What follows belongs to an exercise in optimizing a design on an open flow for small area; a production flow would make more cautious choices. Where RTL was checked, it was by simulation tests only, not by an equivalence proof against the original.

== xenon ==
// synthCore
module synthCore
(
	input logic MAX10_CLK2_50,
	input logic rstN,
	input logic sampleTick,
	input logic [25:0] cfg,
	output logic signed [15:0] sampleOut,
	output logic sampleValid
);
	logic [3:0][3:0] notes;
	logic [3:0][1:0] waves;
	logic [15:0] amp;
	logic rtV;
	logic [1:0] rtIdx;
	logic [3:0][7:0] ph;
	logic [2:0] st;
	logic [7:0] sp;
	logic [1:0] sw;
	logic lastF;
	logic [32:0] acc;
	wire wrV = cfg[25] & ~cfg[24];
	wire wrA = cfg[25] & cfg[24];
	always_ff @(posedge MAX10_CLK2_50 or negedge rstN) begin
		if (!rstN) begin
			notes <= '0;
			waves <= '0;
			amp <= '0;
			rtV <= 1'b0;
		end else begin
			rtV <= wrV;
			if (wrV) begin
				notes[cfg[23:22]] <= cfg[21:18];
				waves[cfg[23:22]] <= cfg[17:16];
			end
			if (wrA) amp <= cfg[15:0];
		end
	end
	always_ff @(posedge MAX10_CLK2_50) rtIdx <= cfg[23:22];
	wire [1:0] vi = st[1:0];
	wire enV = st[2];
	wire [1:0] tIdx = st[1:0] - 2'd1;
	wire tV = (st[2] & (st[1:0] != 2'd0)) | (st == 3'b000);
	wire [1:0] rot = tV ? tIdx : 2'd0;
	logic pzT;
	wire [7:0] phSel = ph[0];
	wire [7:0] phNext = (pzT | (rtV && rtIdx == tIdx)) ? 8'd0 : (phSel + {4'b0, notes[tIdx]} + 8'd1);
	wire [1:0] zSlot = rtIdx - rot - {1'b0, tV};
	wire zEn = rtV && !(enV && rtIdx == vi);
	always_ff @(posedge MAX10_CLK2_50 or negedge rstN) begin
		if (!rstN) begin
			ph <= '0;
		end else begin
			for (int k = 0; k < 4; k++) begin
				if (zEn && zSlot == 2'(k)) ph[k] <= '0;
				else if (tV) ph[k] <= (k == 3) ? phNext : ph[(k + 1) % 4];
			end
		end
	end
	always_ff @(posedge MAX10_CLK2_50) begin
		pzT <= rtV && rtIdx == vi;
		sp <= phSel;
		sw <= waves[tIdx];
	end
  ...
==> module synthCore, before the edit <==
module synthCore
(
	input logic MAX10_CLK2_50,
	input logic rstN,
	input logic sampleTick,
	input logic [25:0] cfg,
	output logic signed [15:0] sampleOut,
	output logic sampleValid
);
	logic [3:0][3:0] notes;
	logic [3:0][1:0] waves;
	logic [15:0] amp;
	logic rtV;
	logic [1:0] rtIdx;
	logic [3:0][7:0] ph;
	logic [2:0] st;
	logic [7:0] sp;
	logic [1:0] sw;
	logic lastF;
	logic [32:0] acc;
	wire wrV = cfg[25] & ~cfg[24];
	wire wrA = cfg[25] & cfg[24];
	always_ff @(posedge MAX10_CLK2_50 or negedge rstN) begin
		if (!rstN) begin
			notes <= '0;
			waves <= '0;
			amp <= '0;
			rtV <= 1'b0;
		end else begin
			rtV <= wrV;
			if (wrV) begin
				notes[cfg[23:22]] <= cfg[21:18];
				waves[cfg[23:22]] <= cfg[17:16];
			end
			if (wrA) amp <= cfg[15:0];
		end
	end
	always_ff @(posedge MAX10_CLK2_50) rtIdx <= cfg[23:22];
	wire [1:0] vi = st[1:0];
	wire enV = st[2];
	wire [1:0] tIdx = st[1:0] - 2'd1;
	wire tV = (st[2] & (st[1:0] != 2'd0)) | (st == 3'b000);
	wire [1:0] rot = tV ? tIdx : 2'd0;
	logic pzT;
	wire [7:0] phSel = ph[0];
	wire [7:0] phNext = (pzT | (rtV && rtIdx == tIdx)) ? 8'd0 : (phSel + {4'b0, notes[tIdx]} + 8'd1);
	wire [1:0] zSlot = rtIdx - rot - {1'b0, tV};
	wire zEn = rtV && !(enV && rtIdx == vi);
	always_ff @(posedge MAX10_CLK2_50 or negedge rstN) begin
		if (!rstN) begin
			ph <= '0;
		end else begin
			for (int k = 0; k < 4; k++) begin
				if (zEn && zSlot == 2'(k)) ph[k] <= '0;
				else if (tV) ph[k] <= (k == 3) ? phNext : ph[(k + 1) % 4];
			end
		end
	end
	always_ff @(posedge MAX10_CLK2_50) begin
		pzT <= rtV && rtIdx == vi;
		sp <= phSel;
		sw <= waves[tIdx];
	end
	logic [7:0] x;
	logic sn;
	logic [4:0] one, two, neg;
	wire isSq = (sw == 2'd2);
	wire isTri = (sw == 2'd3);
	always_comb begin
		case (sw)
			2'd1: begin x = {~sp[7], sp[6:0]}; sn = 1'b0; end
			2'd2: begin x = 8'h80; sn = ~sp[7]; end
			2'd3: begin x = {~sp[6], sp[5:0], 1'b0}; sn = sp[7]; end
			default: begin x = 8'h00; sn = 1'b0; end
		endcase
		one[0] = isSq;
		two[0] = isTri & sp[7];
		neg[0] = (isSq & ~sp[7]) | (isTri & sp[7]);
		for (int i = 0; i < 4; i++) begin
			logic b2, b1, b0;
			b2 = x[2*i+1];
			b1 = x[2*i];
			b0 = (i == 0) ? 1'b0 : x[2*i-1];
			one[i+1] = b1 ^ b0;
			two[i+1] = (b2 & ~b1 & ~b0) | (~b2 & b1 & b0);
			neg[i+1] = b2 ^ sn;
		end
	end
	wire [32:0] sum;
	localparam logic [32:0] frameBias = 33'h157f80000;
	wire first = (st == 3'b110);
	wire [32:0] ag = first ? frameBias : acc;
	voiceMixer mac (
		.A(amp),
		.one(one),
		.two(two),
		.neg(neg),
		.ag(ag),
		.sum(sum)
	);
	always_ff @(posedge MAX10_CLK2_50) acc <= sum;
	always_ff @(posedge MAX10_CLK2_50 or negedge rstN) begin
		if (!rstN) begin
			st <= 3'b001;
			lastF <= 1'b0;
			sampleValid <= 1'b0;
			sampleOut <= '0;
		end else begin
			if (st[2]) st <= {~&st[1:0], st[1:0] + 2'd1};
			else st <= sampleTick ? 3'b100 : 3'b001;
			lastF <= (st == 3'b000);
			sampleValid <= lastF;
			if (lastF) sampleOut <= sum[32:17];
		end
	end
endmodule
Settings: LEC_CHECK=0, CAP_MARGIN=20, CORE_MARGIN=2, CORE_UTILIZATION=60, CTS_BUF_LIST=sky130_fd_sc_hd__clkbuf_8, SLEW_MARGIN=20, BUFFER_PORTS_ARGS=-buffer_cell sky130_fd_sc_hd__buf_1, CTS_ARGS=-sink_clustering_enable -repair_clock_nets -dont_use_dummy_load -buf_list {sky130_fd_sc_hd__clkbuf_4 sky130_fd_sc_hd__clkbuf_8}; clock period 10.0 ns.
standard.sh (not shown) runs the stock make flow with config.mk's settings and CLKGATE_MAP_FILE= SYNTH_SCRIPT=/design/flow/synth_recipe.tcl, a recipe that flattens the netlist after the stock synthesis.
==> flow/flow/run.sh <==
#!/bin/bash
# The standard layout (standard.sh, with its standard synthesis) with
# these changes:
# - after synthesis, fapol.py picks each full adder's polarity (a full adder
#   is self-dual) so the netlist needs fewer inverters, and turns half adders
#   with one output in use into plain gates; registers are not touched;
# - the port buffers are the smallest buffer cell;
# - clock tree synthesis inserts no dummy loads.
# Each tool's output goes to a log file here: synth.log, fapol.log, flow.log.
set -euo pipefail
cat >> config.mk <<'EOC'
export BUFFER_PORTS_ARGS = -buffer_cell sky130_fd_sc_hd__buf_1
export CTS_ARGS = -sink_clustering_enable -repair_clock_nets -dont_use_dummy_load -buf_list {sky130_fd_sc_hd__clkbuf_4 sky130_fd_sc_hd__clkbuf_8}
EOC
bash standard.sh synth > synth.log 2>&1
R=orfs/results/sky130hd/synthCore/base
cp $R/1_2_yosys.v $R/1_2_yosys.orig.v
python3 flow/fapol.py $R/1_2_yosys.orig.v $R/1_2_yosys.v > fapol.log 2>&1
rm -f $R/1_synth.odb
bash standard.sh finish > flow.log 2>&1
Other scripts of this flow, unchanged in this note and not shown: flow/flow/fapol.py
Modified inputs, lagoon compared to xenon
--- a/flow/design.v
+++ b/flow/design.v
@@ -367,13 +367,13 @@
 	logic [7:0] sp;
 	logic [1:0] sw;
 	logic lastF;
 	logic [32:0] acc;
 	wire wrV = cfg[25] & ~cfg[24];
 	wire wrA = cfg[25] & cfg[24];
-	always_ff @(posedge MAX10_CLK2_50 or negedge rstN) begin
+	always_ff @(posedge MAX10_CLK2_50) begin
 		if (!rstN) begin
 			notes <= '0;
 			waves <= '0;
 			amp <= '0;
 			rtV <= 1'b0;
 		end else begin
@@ -393,13 +393,13 @@
 	wire [1:0] rot = tV ? tIdx : 2'd0;
 	logic pzT;
 	wire [7:0] phSel = ph[0];
 	wire [7:0] phNext = (pzT | (rtV && rtIdx == tIdx)) ? 8'd0 : (phSel + {4'b0, notes[tIdx]} + 8'd1);
 	wire [1:0] zSlot = rtIdx - rot - {1'b0, tV};
 	wire zEn = rtV && !(enV && rtIdx == vi);
-	always_ff @(posedge MAX10_CLK2_50 or negedge rstN) begin
+	always_ff @(posedge MAX10_CLK2_50) begin
 		if (!rstN) begin
 			ph <= '0;
 		end else begin
 			for (int k = 0; k < 4; k++) begin
 				if (zEn && zSlot == 2'(k)) ph[k] <= '0;
 				else if (tV) ph[k] <= (k == 3) ? phNext : ph[(k + 1) % 4];
- lagoon has completed all stages; timing, DRC and antenna checks passed.
- Summary of lagoon over xenon: global-route usage over all layers has remained practically unchanged, cell depth of the worst setup path has decreased.
- Per the comparison of lagoon with xenon, first-pass GRT wire length down 1600 um; via count up about 5%; layout multi-input combinational cell count up 10%.
- sw[1] as the source of the critical timing path was reported by lagoon, and sw[0] by xenon.
- The number of detailed-routing iterations run before antenna repair in lagoon was lower than what xenon gave.
- Run comparison: lagoon worst-path cell with the longest stage delay sky130_fd_sc_hd__dfxtp_1; xenon worst-path cell with the longest stage delay sky130_fd_sc_hd__nor3b_2
The RTL of lagoon was laid out without a check of its function.

* * *

the baseline:
Another version of the RTL of synthCore (not shown whole).
Size: about 910 cells after synthesis, ~46 I/O pins, ~9800 sq um of cells after synthesis.
==> module synthCore, before the edit <==
module synthCore
(
	input logic MAX10_CLK2_50,
	input logic rstN,
	input logic sampleTick,
	input logic [25:0] cfg,
	output logic signed [15:0] sampleOut,
	output logic sampleValid
);
	logic [3:0][3:0] notes;
	logic [3:0][1:0] waves;
	logic [15:0] amp;
	logic rtV;
	logic [1:0] rtIdx;
	logic [3:0][7:0] ph;
	logic [2:0] st;
	logic [7:0] sp;
	logic [1:0] sw;
	logic lastF;
	logic [32:0] acc;
	wire wrV = cfg[25] & ~cfg[24];
	wire wrA = cfg[25] & cfg[24];
	always_ff @(posedge MAX10_CLK2_50 or negedge rstN) begin
		if (!rstN) begin
			notes <= '0;
			waves <= '0;
			amp <= '0;
			rtV <= 1'b0;
		end else begin
			rtV <= wrV;
			if (wrV) begin
				notes[cfg[23:22]] <= cfg[21:18];
				waves[cfg[23:22]] <= cfg[17:16];
			end
			if (wrA) amp <= cfg[15:0];
		end
	end
	always_ff @(posedge MAX10_CLK2_50) rtIdx <= cfg[23:22];
	wire [1:0] vi = st[1:0];
	wire enV = st[2];
	wire [1:0] tIdx = st[1:0] - 2'd1;
	wire tV = (st[2] & (st[1:0] != 2'd0)) | (st == 3'b000);
	logic pzT;
	wire [7:0] phSel = ph[tIdx];
	wire [7:0] phNext = phSel + {4'b0, notes[tIdx]} + 8'd1;
	wire [3:0] hit = rtV ? (4'b0001 << rtIdx) : 4'b0000;
	always_ff @(posedge MAX10_CLK2_50 or negedge rstN) begin
		if (!rstN) begin
			ph <= '0;
		end else begin
			for (int i = 0; i < 4; i++) begin
				if (tV && tIdx == 2'(i)) ph[i] <= (pzT | hit[i]) ? 8'd0 : phNext;
				else if (hit[i] && !(enV && vi == 2'(i))) ph[i] <= '0;
			end
		end
	end
	always_ff @(posedge MAX10_CLK2_50) begin
		pzT <= hit[vi];
		sp <= phSel;
		sw <= waves[tIdx];
	end
	logic [7:0] x;
	logic sn;
	logic [4:0] one, two, neg;
	wire isSq = (sw == 2'd2);
	wire isTri = (sw == 2'd3);
	always_comb begin
		case (sw)
			2'd1: begin x = {~sp[7], sp[6:0]}; sn = 1'b0; end
			2'd2: begin x = 8'h80; sn = ~sp[7]; end
			2'd3: begin x = {~sp[6], sp[5:0], 1'b0}; sn = sp[7]; end
			default: begin x = 8'h00; sn = 1'b0; end
		endcase
		one[0] = isSq;
		two[0] = isTri & sp[7];
		neg[0] = (isSq & ~sp[7]) | (isTri & sp[7]);
		for (int i = 0; i < 4; i++) begin
			logic b2, b1, b0;
			b2 = x[2*i+1];
			b1 = x[2*i];
			b0 = (i == 0) ? 1'b0 : x[2*i-1];
			one[i+1] = b1 ^ b0;
			two[i+1] = (b2 & ~b1 & ~b0) | (~b2 & b1 & b0);
			neg[i+1] = b2 ^ sn;
		end
	end
	wire [32:0] sum;
	localparam logic [32:0] frameBias = 33'h157f80000;
	wire first = (st == 3'b110);
	wire [32:0] ag = first ? frameBias : acc;
	voiceMixer mac (
		.A(amp),
		.one(one),
		.two(two),
		.neg(neg),
		.ag(ag),
		.sum(sum)
	);
	always_ff @(posedge MAX10_CLK2_50) acc <= sum;
	always_ff @(posedge MAX10_CLK2_50 or negedge rstN) begin
		if (!rstN) begin
			st <= 3'b001;
			lastF <= 1'b0;
			sampleValid <= 1'b0;
			sampleOut <= '0;
		end else begin
			if (st[2]) st <= {~&st[1:0], st[1:0] + 2'd1};
			else st <= sampleTick ? 3'b100 : 3'b001;
			lastF <= (st == 3'b000);
			sampleValid <= lastF;
			if (lastF) sampleOut <= sum[32:17];
		end
	end
endmodule
==> flow/config.mk <==
export PLATFORM = sky130hd
export DESIGN_NAME = synthCore
export DESIGN_NICKNAME = synthCore
export VERILOG_FILES = /design/flow/design.v
export SDC_FILE = /design/flow/constraint.sdc
export NUM_CORES = 4
export LEC_CHECK = 0
export CAP_MARGIN = 20
export CORE_MARGIN = 2
export CORE_UTILIZATION = 60
export CTS_BUF_LIST = sky130_fd_sc_hd__clkbuf_8
export SLEW_MARGIN = 20
export BUFFER_PORTS_ARGS = -buffer_cell sky130_fd_sc_hd__buf_1
export CTS_ARGS = -sink_clustering_enable -repair_clock_nets -dont_use_dummy_load -buf_list {sky130_fd_sc_hd__clkbuf_4 sky130_fd_sc_hd__clkbuf_8}
==> flow/constraint.sdc <==
create_clock -name core_clock -period 10.0 [get_ports {MAX10_CLK2_50}]
set_input_delay 2.0000 -clock core_clock [delete_from_list [all_inputs] [get_ports {MAX10_CLK2_50}]]
set_output_delay 2.0000 -clock core_clock [all_outputs]
set_load 0.01 [all_outputs]
Scripts as last shown in full above: flow/flow/run.sh
Other scripts of this flow, unchanged in this note and not shown: flow/flow/fapol.py
The following lists how the candidate was set up differently from the baseline:
--- a/flow/design.v
+++ b/flow/design.v
@@ -363,9 +363,8 @@
 	logic rtV;
 	logic [1:0] rtIdx;
 	logic [3:0][7:0] ph;
 	logic [2:0] st;
-	logic [7:0] sp;
 	logic [1:0] sw;
 	logic lastF;
 	logic [32:0] acc;
 	wire wrV = cfg[25] & ~cfg[24];
@@ -389,25 +388,29 @@
 	wire [1:0] vi = st[1:0];
 	wire enV = st[2];
 	wire [1:0] tIdx = st[1:0] - 2'd1;
 	wire tV = (st[2] & (st[1:0] != 2'd0)) | (st == 3'b000);
-	logic pzT;
-	wire [7:0] phSel = ph[tIdx];
-	wire [7:0] phNext = phSel + {4'b0, notes[tIdx]} + 8'd1;
-	wire [3:0] hit = rtV ? (4'b0001 << rtIdx) : 4'b0000;
+	wire [1:0] sIdx = {lastF | ~st[1], lastF | st[0]};
+	wire sV = lastF | (st[2] & st[1]) | (st == 3'b000);
+	wire [1:0] rot = sV ? sIdx : 2'd0;
+	logic pzT, pzS;
+	wire [7:0] sp = ph[0];
+	wire [7:0] phNext = (pzS | (rtV && rtIdx == sIdx)) ? 8'd0 : (sp + {4'b0, notes[sIdx]} + 8'd1);
+	wire [1:0] zSlot = rtIdx - rot - {1'b0, sV};
+	wire zEn = rtV && !(enV && rtIdx == vi) && !(tV && rtIdx == tIdx);
 	always_ff @(posedge MAX10_CLK2_50 or negedge rstN) begin
 		if (!rstN) begin
 			ph <= '0;
 		end else begin
-			for (int i = 0; i < 4; i++) begin
-				if (tV && tIdx == 2'(i)) ph[i] <= (pzT | hit[i]) ? 8'd0 : phNext;
-				else if (hit[i] && !(enV && vi == 2'(i))) ph[i] <= '0;
+			for (int k = 0; k < 4; k++) begin
+				if (zEn && zSlot == 2'(k)) ph[k] <= '0;
+				else if (sV) ph[k] <= (k == 3) ? phNext : ph[(k + 1) % 4];
 			end
 		end
 	end
 	always_ff @(posedge MAX10_CLK2_50) begin
-		pzT <= hit[vi];
-		sp <= phSel;
+		pzT <= rtV && rtIdx == vi;
+		pzS <= pzT | (rtV && rtIdx == tIdx);
 		sw <= waves[tIdx];
 	end
 	logic [7:0] x;
 	logic sn;
Results
- On least setup slack across all paths after layout: between the candidate and the baseline, it ends up lower for the baseline.
- Changes observed in the candidate relative to the baseline: via-per-instance ratio went down.
- Iteration count of the initial detailed-routing pass: the baseline vs the candidate identical

static timing again, ports no longer ideal:
How much do the figures lean on ideal ports? The routed layouts below were timed once more, with nothing changed but the port constraints.
Step 1 assumes that a clkbuf_16 drives the clock port and a buf_2 every other input.
Step 2 also shifts input and output timing later by t, the mid clock arrival at the registers, as if the neighbouring blocks saw the same clock.
Three values: ideal, step 1, step 2; two values: the first two.
run	t (ns)	setup WS [ns]	worst setup path after step 2	worst slew at a driven data input, ns
xenon	0.490	1.491 / 1.491 / 1.491	register to register	0.03
lagoon	0.473	1.702 / 1.702 / 1.702	register to register	0.04
the baseline	0.486	1.281 / 1.281 / 1.281	register to register	0.04
the candidate	0.484	1.321 / 1.321 / 1.321	register to register	0.04
After both steps every run listed still meets setup and hold.
